Source: an optimization exercise on an open RTL-to-GDS flow (aim: a short achievable clock period and few clock cycles per item). Production flows keep margins and buffers that such runs may drop. Only simulation tests tie the RTL to the original design; equivalence was not proved.

==> 02-16: inputs <==
==> flow/design.v (excerpt) <==
module pipeline_cpu (
    input  logic  clock,
    input  logic  rst_n,
    output cpu_pkg::word_t address_imem,
    input  cpu_pkg::word_t q_imem,
    output cpu_pkg::word_t address_dmem,
    output cpu_pkg::word_t data,
    output logic  wren,
    input  cpu_pkg::word_t q_dmem
);
    localparam int BT_IW = 4;
    localparam int BT_N  = 1 << BT_IW;
    localparam int BT_TW = 6;                
    logic [31:0] pc;
    logic        fd_valid;
    logic [31:0] fd_ir, fd_pc, fd_pc1, fd_tgt;
    logic        fd_pred, fd_own, fd_conf;
    logic [1:0]  fd_ctr;
    logic [4:0]  fd_iter, fd_trip;
    logic [31:0] dx_a, dx_b, dx_c, dx_pc, dx_pc1, dx_tgt;
    logic        dx_fa, dx_fb, dx_fc, dx_fc_late;
    logic        dx_add00, dx_add10, dx_add01, dx_add11;
    logic        dx_sub00, dx_sub10, dx_sub01;
    logic        dx_s_and, dx_s_or, dx_s_sll, dx_s_sra;
    logic        dx_ne00, dx_ne10, dx_ne01, dx_lt00, dx_lt10, dx_lt01;
    logic [4:0]  dx_sh, dx_rd;
    logic        dx_writes, dx_is_lw, dx_is_sw, dx_isbr;
    logic        dx_mp_t, dx_mp_n;           
    logic        dx_own, dx_conf;            
    logic [1:0]  dx_ctr;
    logic [4:0]  dx_iter, dx_trip;
    logic [31:0] xm_result, xm_addr, xm_c;
    logic        xm_writes, xm_is_lw, xm_is_sw;
    logic [4:0]  xm_rd;
    logic [31:0] mw_val;
  ...
make LEC_CHECK=0 CAP_MARGIN=20 CELL_PAD_IN_SITES_DETAIL_PLACEMENT=1 CORE_MARGIN=2 CORE_UTILIZATION=55 PLACE_DENSITY=0.65 SETUP_SLACK_MARGIN=5 SLEW_MARGIN=20 finish   # period 8.5 ns
run.sh (not shown) runs the stock make flow with config.mk's settings and CLKGATE_MAP_FILE= SYNTH_SCRIPT=/design/flow/synth_recipe.tcl, a recipe that flattens the netlist after the stock synthesis.
==> 10-14 (differences from 02-16) <==
--- a/flow/design.v
+++ b/flow/design.v
@@ -61,86 +61,101 @@
     input  logic  rst_n,
     output cpu_pkg::word_t address_imem,
     input  cpu_pkg::word_t q_imem,
     output cpu_pkg::word_t address_dmem,
     output cpu_pkg::word_t data,
     output logic  wren,
     input  cpu_pkg::word_t q_dmem
 );
-    localparam int BT_IW = 4;
+    localparam int BT_IW = 3;                
     localparam int BT_N  = 1 << BT_IW;
-    localparam int BT_TW = 6;                
     logic [31:0] pc;
     logic        fd_valid;
     logic [31:0] fd_ir, fd_pc, fd_pc1, fd_tgt;
+    logic        fd_isr;                     
+    logic [4:0]  fd_baddr;
+    logic [31:0] fd_rsoh, fd_rboh;           
     logic        fd_pred, fd_own, fd_conf;
     logic [1:0]  fd_ctr;
     logic [4:0]  fd_iter, fd_trip;
     logic [31:0] dx_a, dx_b, dx_c, dx_pc, dx_pc1, dx_tgt;
     logic        dx_fa, dx_fb, dx_fc, dx_fc_late;
     logic        dx_add00, dx_add10, dx_add01, dx_add11;
-    logic        dx_sub00, dx_sub10, dx_sub01;
+    logic        dx_sub01, dx_cin;          
     logic        dx_s_and, dx_s_or, dx_s_sll, dx_s_sra;
     logic        dx_ne00, dx_ne10, dx_ne01, dx_lt00, dx_lt10, dx_lt01;
     logic [4:0]  dx_sh, dx_rd;
     logic        dx_writes, dx_is_lw, dx_is_sw, dx_isbr;
     logic        dx_mp_t, dx_mp_n;           
     logic        dx_own, dx_conf;            
     logic [1:0]  dx_ctr;
     logic [4:0]  dx_iter, dx_trip;
     logic [31:0] xm_result, xm_addr, xm_c;
     logic        xm_writes, xm_is_lw, xm_is_sw;
     logic [4:0]  xm_rd;
     logic [31:0] mw_val;
     logic        mw_writes;
     logic [31:1] mw_we;                      
     logic [4:0]  mw_rd;
     logic [31:0] regs [1:31];
-    logic [31:0] rf   [32];
     logic             bt_v    [BT_N];
-    logic [BT_TW-1:0] bt_tag  [BT_N];
     logic             bt_pt   [BT_N];    
     logic [1:0]       bt_ctr  [BT_N];    
     logic [4:0]       bt_iter [BT_N];    
     logic [4:0]       bt_trip [BT_N];    
     logic             bt_conf [BT_N];    
     logic [31:0] pc1, npc, npc_norm, npc_t, npc_n;
     logic [BT_IW-1:0] f_idx;
     logic        f_hit, f_isj, f_isbr, f_take;
     logic [31:0] f_jt, f_imm, f_btgt;
     logic        f_btgt_co;
     logic        e_redir, e_taken, stall;
-    assign address_imem = pc;
+    logic [31:0] pc_out_n;
+    assign address_imem = ~pc_out_n;
     assign pc1   = pc + 32'd1;
     assign f_idx  = pc[BT_IW-1:0];
-    assign f_hit  = bt_v[f_idx] && (bt_tag[f_idx] == pc[BT_IW +: BT_TW]);
+    assign f_hit  = bt_v[f_idx];
     assign f_isj  = (q_imem[31:27] == 5'd1);
     assign f_isbr = (q_imem[31:27] == 5'd2) || (q_imem[31:27] == 5'd6);
     assign f_take = f_isbr && (f_hit ? bt_pt[f_idx] : q_imem[16]);
     assign f_jt   = {5'd0, q_imem[26:0]};
     assign f_imm  = {{15{q_imem[16]}}, q_imem[16:0]};
-    ks_add32 u_btgt (.a(pc1), .b(f_imm), .cin(1'b0), .s(f_btgt), .cout(f_btgt_co));
+    logic [17:0] f_lo;
+    logic [14:0] pc_hi, pc_hi_p1, pc_hi_m1;
+    assign f_lo     = {1'b0, pc[16:0]} + {1'b0, q_imem[16:0]} + 18'd1;
+    assign pc_hi    = pc[31:17];
+    assign pc_hi_p1 = pc[31:17] + 15'd1;
+    assign pc_hi_m1 = pc[31:17] - 15'd1;
+    assign f_btgt[16:0]  = f_lo[16:0];
+    assign f_btgt[31:17] = (q_imem[16] == f_lo[17]) ? pc_hi : q_imem[16] ? pc_hi_m1 : pc_hi_p1;
+    assign f_btgt_co = 1'b0;
     assign npc_norm = stall ? pc : f_isj ? f_jt : f_take ? f_btgt : pc1;
     assign npc_t    = dx_mp_t ? dx_tgt : npc_norm;
     assign npc_n    = dx_mp_n ? dx_pc1 : npc_norm;
     assign npc      = e_taken ? npc_t : npc_n;
     assign e_redir  = e_taken ? dx_mp_t : dx_mp_n;
     always_ff @(posedge clock or negedge rst_n) begin
         if (!rst_n) begin
             pc       <= '0;
+            pc_out_n <= '1;
             fd_valid <= 1'b0;
         end else begin
             pc       <= npc;
+            pc_out_n <= ~npc;
             fd_valid <= e_redir ? 1'b0 : stall ? fd_valid : 1'b1;
         end
     end
     always_ff @(posedge clock) begin
         if (!stall) begin
             fd_ir    <= q_imem;
+            fd_isr   <= (q_imem[31:27] == 5'd0);
+            fd_baddr <= (q_imem[31:27] == 5'd0) ? q_imem[16:12] : q_imem[26:22];
+            fd_rsoh  <= 32'd1 << q_imem[21:17];
+            fd_rboh  <= 32'd1 << ((q_imem[31:27] == 5'd0) ? q_imem[16:12] : q_imem[26:22]);
             fd_pc    <= pc;
             fd_pc1   <= pc1;
             fd_tgt   <= f_btgt;
             fd_pred  <= f_take;
             fd_own   <= f_hit;
             fd_ctr   <= bt_ctr[f_idx];
             fd_iter  <= bt_iter[f_idx];
             fd_trip  <= bt_trip[f_idx];
@@ -152,40 +167,45 @@
     logic        d_uses_rs, d_uses_rt, d_uses_rd, d_writes, d_go;
     logic [31:0] d_imm, d_ra, d_rb, d_rc, x_val;
     logic        d_fa, d_fb, d_fc, d_fc_late, d_add, d_sub;
     assign d_op = fd_ir[31:27];
     assign d_rd = fd_ir[26:22];
     assign d_rs = fd_ir[21:17];
     assign d_rt = fd_ir[16:12];
     assign d_fn = fd_ir[6:2];
-    assign d_is_r    = (d_op == 5'd0);
+    assign d_is_r    = fd_isr;
     assign d_is_j    = (d_op == 5'd1);
     assign d_is_bne  = (d_op == 5'd2);
     assign d_is_addi = (d_op == 5'd5);
     assign d_is_blt  = (d_op == 5'd6);
     assign d_is_sw   = (d_op == 5'd7);
     assign d_is_lw   = (d_op == 5'd8);
     assign d_isbr    = d_is_bne || d_is_blt;
     assign d_uses_rs = d_is_r | d_is_addi | d_is_lw | d_is_sw | d_isbr;
     assign d_uses_rt = d_is_r;
     assign d_uses_rd = d_is_sw | d_isbr;
     assign d_writes  = (d_is_r | d_is_addi | d_is_lw) && (d_rd != 5'd0);
     assign d_imm = {{15{fd_ir[16]}}, fd_ir[16:0]};
+    logic [31:0] rd_a, rd_b;
     always_comb begin
-        rf[0] = 32'd0;
-        for (int i = 1; i < 32; i++) rf[i] = regs[i];
+        rd_a = 32'd0;
+        rd_b = 32'd0;
+        for (int i = 1; i < 32; i++) begin
+            rd_a = rd_a | ({32{fd_rsoh[i]}} & regs[i]);
+            rd_b = rd_b | ({32{fd_rboh[i]}} & regs[i]);
+        end
     end
     assign x_val = xm_is_lw ? q_dmem : xm_result;
     assign d_ra = (xm_writes && xm_rd == d_rs) ? x_val :
-                  (mw_writes && mw_rd == d_rs) ? mw_val : rf[d_rs];
+                  (mw_writes && mw_rd == d_rs) ? mw_val : rd_a;
     logic [4:0] d_rb_addr;
-    assign d_rb_addr = d_is_r ? d_rt : d_rd;
+    assign d_rb_addr = fd_baddr;
     assign d_rb = (xm_writes && xm_rd == d_rb_addr) ? x_val :
-                  (mw_writes && mw_rd == d_rb_addr) ? mw_val : rf[d_rb_addr];
+                  (mw_writes && mw_rd == d_rb_addr) ? mw_val : rd_b;
     assign d_rc = d_rb;
     assign d_fa = d_uses_rs && dx_writes && !dx_is_lw && dx_rd == d_rs;
     assign d_fb = d_uses_rt && dx_writes && !dx_is_lw && dx_rd == d_rt;
     assign d_fc = d_uses_rd && dx_writes && !dx_is_lw && dx_rd == d_rd;
     assign d_fc_late = d_is_sw && dx_writes && dx_is_lw && dx_rd == d_rd;
     assign stall = fd_valid && dx_writes && dx_is_lw &&
                    ((d_uses_rs && dx_rd == d_rs) || (d_uses_rt && dx_rd == d_rt) ||
                     (d_uses_rd && !d_is_sw && dx_rd == d_rd));
@@ -236,70 +256,71 @@
             dx_lt00_q   <= d_go && d_is_blt && !d_fc && !d_fa;
             dx_lt10_q   <= d_go && d_is_blt &&  d_fc && !d_fa;
             dx_lt01_q   <= d_go && d_is_blt && !d_fc &&  d_fa;
         end
     end
     always_ff @(posedge clock) begin
         dx_rd    <= d_rd;
         dx_a     <= d_ra;
-        dx_b     <= d_is_r ? d_rb : d_imm;
+        dx_b     <= d_is_r ? (d_sub ? ~d_rb : d_rb) : d_imm;
+        dx_cin   <= d_sub;
         dx_c     <= d_rc;
         dx_pc1   <= fd_pc1;
         dx_pc    <= fd_pc;
         dx_tgt   <= fd_tgt;
         dx_own   <= fd_own;
         dx_ctr   <= fd_ctr;
         dx_iter  <= fd_iter;
         dx_trip  <= fd_trip;
         dx_conf  <= fd_conf;
         dx_fa    <= d_fa;
         dx_fb    <= d_fb;
         dx_fc    <= d_fc;
         dx_fc_late <= d_fc_late;
         dx_sh    <= fd_ir[11:7];
-        dx_add00 <= d_add && !d_fa && !d_fb;
-        dx_add10 <= d_add &&  d_fa && !d_fb;
+        dx_add00 <= (d_add || d_sub) && !d_fa && !d_fb;
+        dx_add10 <= (d_add || d_sub) &&  d_fa && !d_fb;
         dx_add01 <= d_add && !d_fa &&  d_fb;
         dx_add11 <= d_add &&  d_fa &&  d_fb;
-        dx_sub00 <= d_sub && !d_fa && !d_fb;
-        dx_sub10 <= d_sub &&  d_fa && !d_fb;
         dx_sub01 <= d_sub && !d_fa &&  d_fb;
         dx_s_and <= d_is_r && d_fn == 5'd2;
         dx_s_or  <= d_is_r && d_fn == 5'd3;
         dx_s_sll <= d_is_r && d_fn == 5'd4;
         dx_s_sra <= d_is_r && d_fn == 5'd5;
     end
     logic [31:0] op_a, op_b, op_c, e_sll, e_sra, e_oth, e_res, e_addr;
-    logic [31:0] sum00, sum10, sum01, sum11, dif00, dif10, dif01;
+    logic [31:0] sum00, sum10, sum01, sum11, dif01;
     logic        e_isbr;
-    logic        co_s00, co_s10, co_s01, co_d00, co_d10, co_d01;
+    logic        co_s00, co_s10, co_s01, co_d01;
     logic        lt00, lt10, lt01;
     logic [31:0] lt_s00, lt_s10, lt_s01;
     localparam logic [31:0] MSB = 32'h8000_0000;
-    ks_add32 u_s00 (.a(dx_a),      .b(dx_b),       .cin(1'b0), .s(sum00), .cout(co_s00));
-    ks_add32 u_s10 (.a(xm_result), .b(dx_b),       .cin(1'b0), .s(sum10), .cout(co_s10));
+    ks_add32 u_s00 (.a(dx_a),      .b(dx_b),       .cin(dx_cin), .s(sum00), .cout(co_s00));
+    ks_add32 u_s10 (.a(xm_result), .b(dx_b),       .cin(dx_cin), .s(sum10), .cout(co_s10));
     ks_add32 u_s01 (.a(dx_a),      .b(xm_result),  .cin(1'b0), .s(sum01), .cout(co_s01));
-    ks_add32 u_d00 (.a(dx_a),      .b(~dx_b),      .cin(1'b1), .s(dif00), .cout(co_d00));
-    ks_add32 u_d10 (.a(xm_result), .b(~dx_b),      .cin(1'b1), .s(dif10), .cout(co_d10));
     ks_add32 u_d01 (.a(dx_a),      .b(~xm_result), .cin(1'b1), .s(dif01), .cout(co_d01));
     assign sum11 = {xm_result[30:0], 1'b0};
     ks_add32 u_l00 (.a(dx_c ^ MSB),      .b(~(dx_a ^ MSB)),      .cin(1'b1), .s(lt_s00), .cout(lt00));
     ks_add32 u_l10 (.a(xm_result ^ MSB), .b(~(dx_a ^ MSB)),      .cin(1'b1), .s(lt_s10), .cout(lt10));
     ks_add32 u_l01 (.a(dx_c ^ MSB),      .b(~(xm_result ^ MSB)), .cin(1'b1), .s(lt_s01), .cout(lt01));
     assign op_a = dx_fa ? xm_result : dx_a;
     assign op_b = dx_fb ? xm_result : dx_b;
     assign op_c = dx_fc ? xm_result : dx_c;
-    assign e_sll = op_a << dx_sh;
-    assign e_sra = $signed(op_a) >>> dx_sh;
+    logic [31:0] sll_a, sll_x, sra_a, sra_x;
+    assign sll_a = dx_a << dx_sh;
+    assign sll_x = xm_result << dx_sh;
+    assign sra_a = $signed(dx_a) >>> dx_sh;
+    assign sra_x = $signed(xm_result) >>> dx_sh;
+    assign e_sll = dx_fa ? sll_x : sll_a;
+    assign e_sra = dx_fa ? sra_x : sra_a;
     assign e_oth = ({32{dx_s_and}} & (op_a & op_b)) | ({32{dx_s_or}} & (op_a | op_b)) |
                    ({32{dx_s_sll}} & e_sll) | ({32{dx_s_sra}} & e_sra);
     assign e_res = ({32{dx_add00}} & sum00) | ({32{dx_add10}} & sum10) |
                    ({32{dx_add01}} & sum01) | ({32{dx_add11}} & sum11) |
-                   ({32{dx_sub00}} & dif00) | ({32{dx_sub10}} & dif10) |
                    ({32{dx_sub01}} & dif01) | e_oth;
     assign e_addr = dx_fa ? sum10 : sum00;
     assign e_taken = (dx_ne00 && (dx_c != dx_a)) ||
                      (dx_ne10 && (xm_result != dx_a)) ||
                      (dx_ne01 && (dx_c != xm_result)) ||
                      (dx_lt00 && !lt00) ||
                      (dx_lt10 && !lt10) ||
                      (dx_lt01 && !lt01);
@@ -341,79 +362,73 @@
             for (int i = 1; i < 32; i++) regs[i] <= '0;
         end else begin
             for (int i = 1; i < 32; i++) begin
                 if (mw_we[i]) regs[i] <= mw_val;
             end
         end
     end
     logic        e_bwr;
-    logic [1:0]  e_nctr;
-    logic [4:0]  e_niter, e_ntrip;
-    logic        e_nconf, e_npt;
+    logic [1:0]  t_ctr, n_ctr;
+    logic [4:0]  t_iter, t_trip, n_iter, n_trip;
+    logic        t_conf, n_conf, t_pt, n_pt;
     assign e_bwr = e_isbr && (e_taken || dx_own);
     always_comb begin
-        e_nctr  = dx_ctr;
-        e_niter = dx_iter;
-        e_ntrip = dx_trip;
-        e_nconf = dx_conf;
         if (!dx_own) begin
-            e_nctr  = 2'd3;
-            e_niter = 5'd1;
-            e_ntrip = 5'd0;
-            e_nconf = 1'b0;
-        end else if (e_taken) begin
-            e_nctr  = (dx_ctr == 2'd3) ? 2'd3 : dx_ctr + 2'd1;
-            e_niter = (dx_iter == 5'd31) ? 5'd31 : dx_iter + 5'd1;
+            t_ctr  = 2'd3;
+            t_iter = 5'd1;
+            t_trip = 5'd0;
+            t_conf = 1'b0;
         end else begin
-            e_nctr  = (dx_ctr == 2'd0) ? 2'd0 : dx_ctr - 2'd1;
-            e_niter = 5'd0;
-            e_ntrip = dx_iter;
-            e_nconf = (dx_iter == dx_trip);
+            t_ctr  = (dx_ctr == 2'd3) ? 2'd3 : dx_ctr + 2'd1;
+            t_iter = (dx_iter == 5'd31) ? 5'd31 : dx_iter + 5'd1;
+            t_trip = dx_trip;
+            t_conf = dx_conf;
         end
-        e_npt = e_nctr[1] && !(e_nconf && e_niter == e_ntrip);
+        t_pt   = t_ctr[1] && !(t_conf && t_iter == t_trip);
+        n_ctr  = (dx_ctr == 2'd0) ? 2'd0 : dx_ctr - 2'd1;
+        n_iter = 5'd0;
+        n_trip = dx_iter;
+        n_conf = (dx_iter == dx_trip);
+        n_pt   = n_ctr[1] && !(n_conf && n_iter == n_trip);
     end
     logic             bu_e;
     logic [BT_IW-1:0] bu_idx;
-    logic [BT_TW-1:0] bu_tag;
     logic [1:0]       bu_ctr;
     logic [4:0]       bu_iter, bu_trip;
     logic             bu_conf, bu_pt;
     always_ff @(posedge clock or negedge rst_n) begin
         if (!rst_n) begin
             bu_e <= 1'b0;
         end else begin
             bu_e <= e_bwr;
         end
     end
     always_ff @(posedge clock) begin
         bu_idx  <= dx_pc[BT_IW-1:0];
-        bu_tag  <= dx_pc[BT_IW +: BT_TW];
-        bu_ctr  <= e_nctr;
-        bu_iter <= e_niter;
-        bu_trip <= e_ntrip;
-        bu_conf <= e_nconf;
-        bu_pt   <= e_npt;
+        bu_ctr  <= e_taken ? t_ctr  : n_ctr;
+        bu_iter <= e_taken ? t_iter : n_iter;
+        bu_trip <= e_taken ? t_trip : n_trip;
+        bu_conf <= e_taken ? t_conf : n_conf;
+        bu_pt   <= e_taken ? t_pt   : n_pt;
     end
     always_ff @(posedge clock or negedge rst_n) begin
         if (!rst_n) begin
             for (int i = 0; i < BT_N; i++) begin
                 bt_v[i]    <= 1'b0;
-                bt_tag[i]  <= '0;
                 bt_pt[i]   <= 1'b0;
                 bt_ctr[i]  <= '0;
                 bt_iter[i] <= '0;
                 bt_trip[i] <= '0;
                 bt_conf[i] <= 1'b0;
             end
         end else begin
             for (int i = 0; i < BT_N; i++) begin
                 if (bu_e && bu_idx == i) begin
                     bt_v[i]    <= 1'b1;
-                    bt_tag[i]  <= bu_tag;
                     bt_pt[i]   <= bu_pt;
                     bt_ctr[i]  <= bu_ctr;
                     bt_iter[i] <= bu_iter;
                     bt_trip[i] <= bu_trip;
                     bt_conf[i] <= bu_conf;
                 end
             end
         end
==> flow/config.mk (replaced) <==
export PLATFORM = sky130hd
export DESIGN_NAME = pipeline_cpu
export DESIGN_NICKNAME = pipeline_cpu
export VERILOG_FILES = /design/flow/design.v
export SDC_FILE = /design/flow/constraint.sdc
export NUM_CORES = 4
export LEC_CHECK = 0
export CAP_MARGIN = 20
export CELL_PAD_IN_SITES_DETAIL_PLACEMENT = 1
export CORE_MARGIN = 2
export CORE_UTILIZATION = 40
export PLACE_DENSITY = 0.5
export SETUP_SLACK_MARGIN = 5
export SLEW_MARGIN = 20
==> comparison table <==
item	10-14	02-16
Portion of synthesized cell area occupied by the leading cell type	31.9%	33.7%
Gates resized, CTS repair	447	1225
Die Y	482 microns	436 microns
Effective utilization at floorplan	40.2%	55.3%
Sum of net half-perimeters after detailed placement	269000 microns	308000 microns
Final estimated routing congestion in global placement	0.973	1.05
Syn Nets	8619	9894
Gate count of the mapped netlist	8289	9503
Share of synthesized cell area in full adder, half adder and majority cells	3.68%	4.02%
Fraction of the yosys area taken by sequential cells	47.3%	45.1%
Placed cells	11000	11600
Worst setup timing slack at the placement stage	3.09 ns	2.56 ns
Share of the synthesized area in compound gates (AO/OA/AOI/OAI)	18.3%	18.6%
Status	finished clean	did not finish
Failing step	-	5_1_grt
Number of enable flip-flop cells after synthesis	182	121
Clock buffer count from CTS	199	196
Number of warning messages in the yosys log	8	10
Count of state elements after synthesis	1764	1902
Overall die width	482 microns	436 microns
Post-Synthesis Mean Instance Area	11.0 sq um	10.8 sq um
Proportion of register bits with asynchronous set or reset after synthesis	67.7%	72.5%
Multiplexer area fraction after synthesis	17.3%	18.4%
Number of sinks driven by the clock tree	1764	1902
Area after detailed placement	0.0964 sq mm	0.107 sq mm
Count of distinct cell types in the synthesized netlist	98	97
Synthesized area	0.0913 sq mm	0.103 sq mm
Testbench counts of 02-16, summed over its fixed seeds: cycles 73,595, instrs 69,073.
Testbench counts of 10-14, summed over its fixed seeds: cycles 73,827, instrs 69,073.

==> separate check: timing with driven ports <==
In the flow no input, the clock included, has a driving cell. The finished layout below was timed again as built, in two steps. Step 1: set_driving_cell puts a clkbuf_16 on clock and a buf_2 on each other input, an assumption about the parent block. Step 2 also shifts input and output timing later by t, the mid clock arrival at the registers, as if the neighbouring blocks saw the same clock. Three values: no drivers, after step 1, after step 2; two values: the first two.
run: 10-14
shift t [ns]: 0.967
slack for setup (ns): 4.632 / 4.722 / 3.755
clock arrival spread, ns: 0.062 / 0.062
worst register clock-pin slew, ns: 0.07 / 0.07
cell pins on the clock port's net: 1
After both steps 10-14 still meets setup and hold. For 10-14, drivers alone change the setup slack by +0.090 ns; drivers and shift together by -0.877 ns.
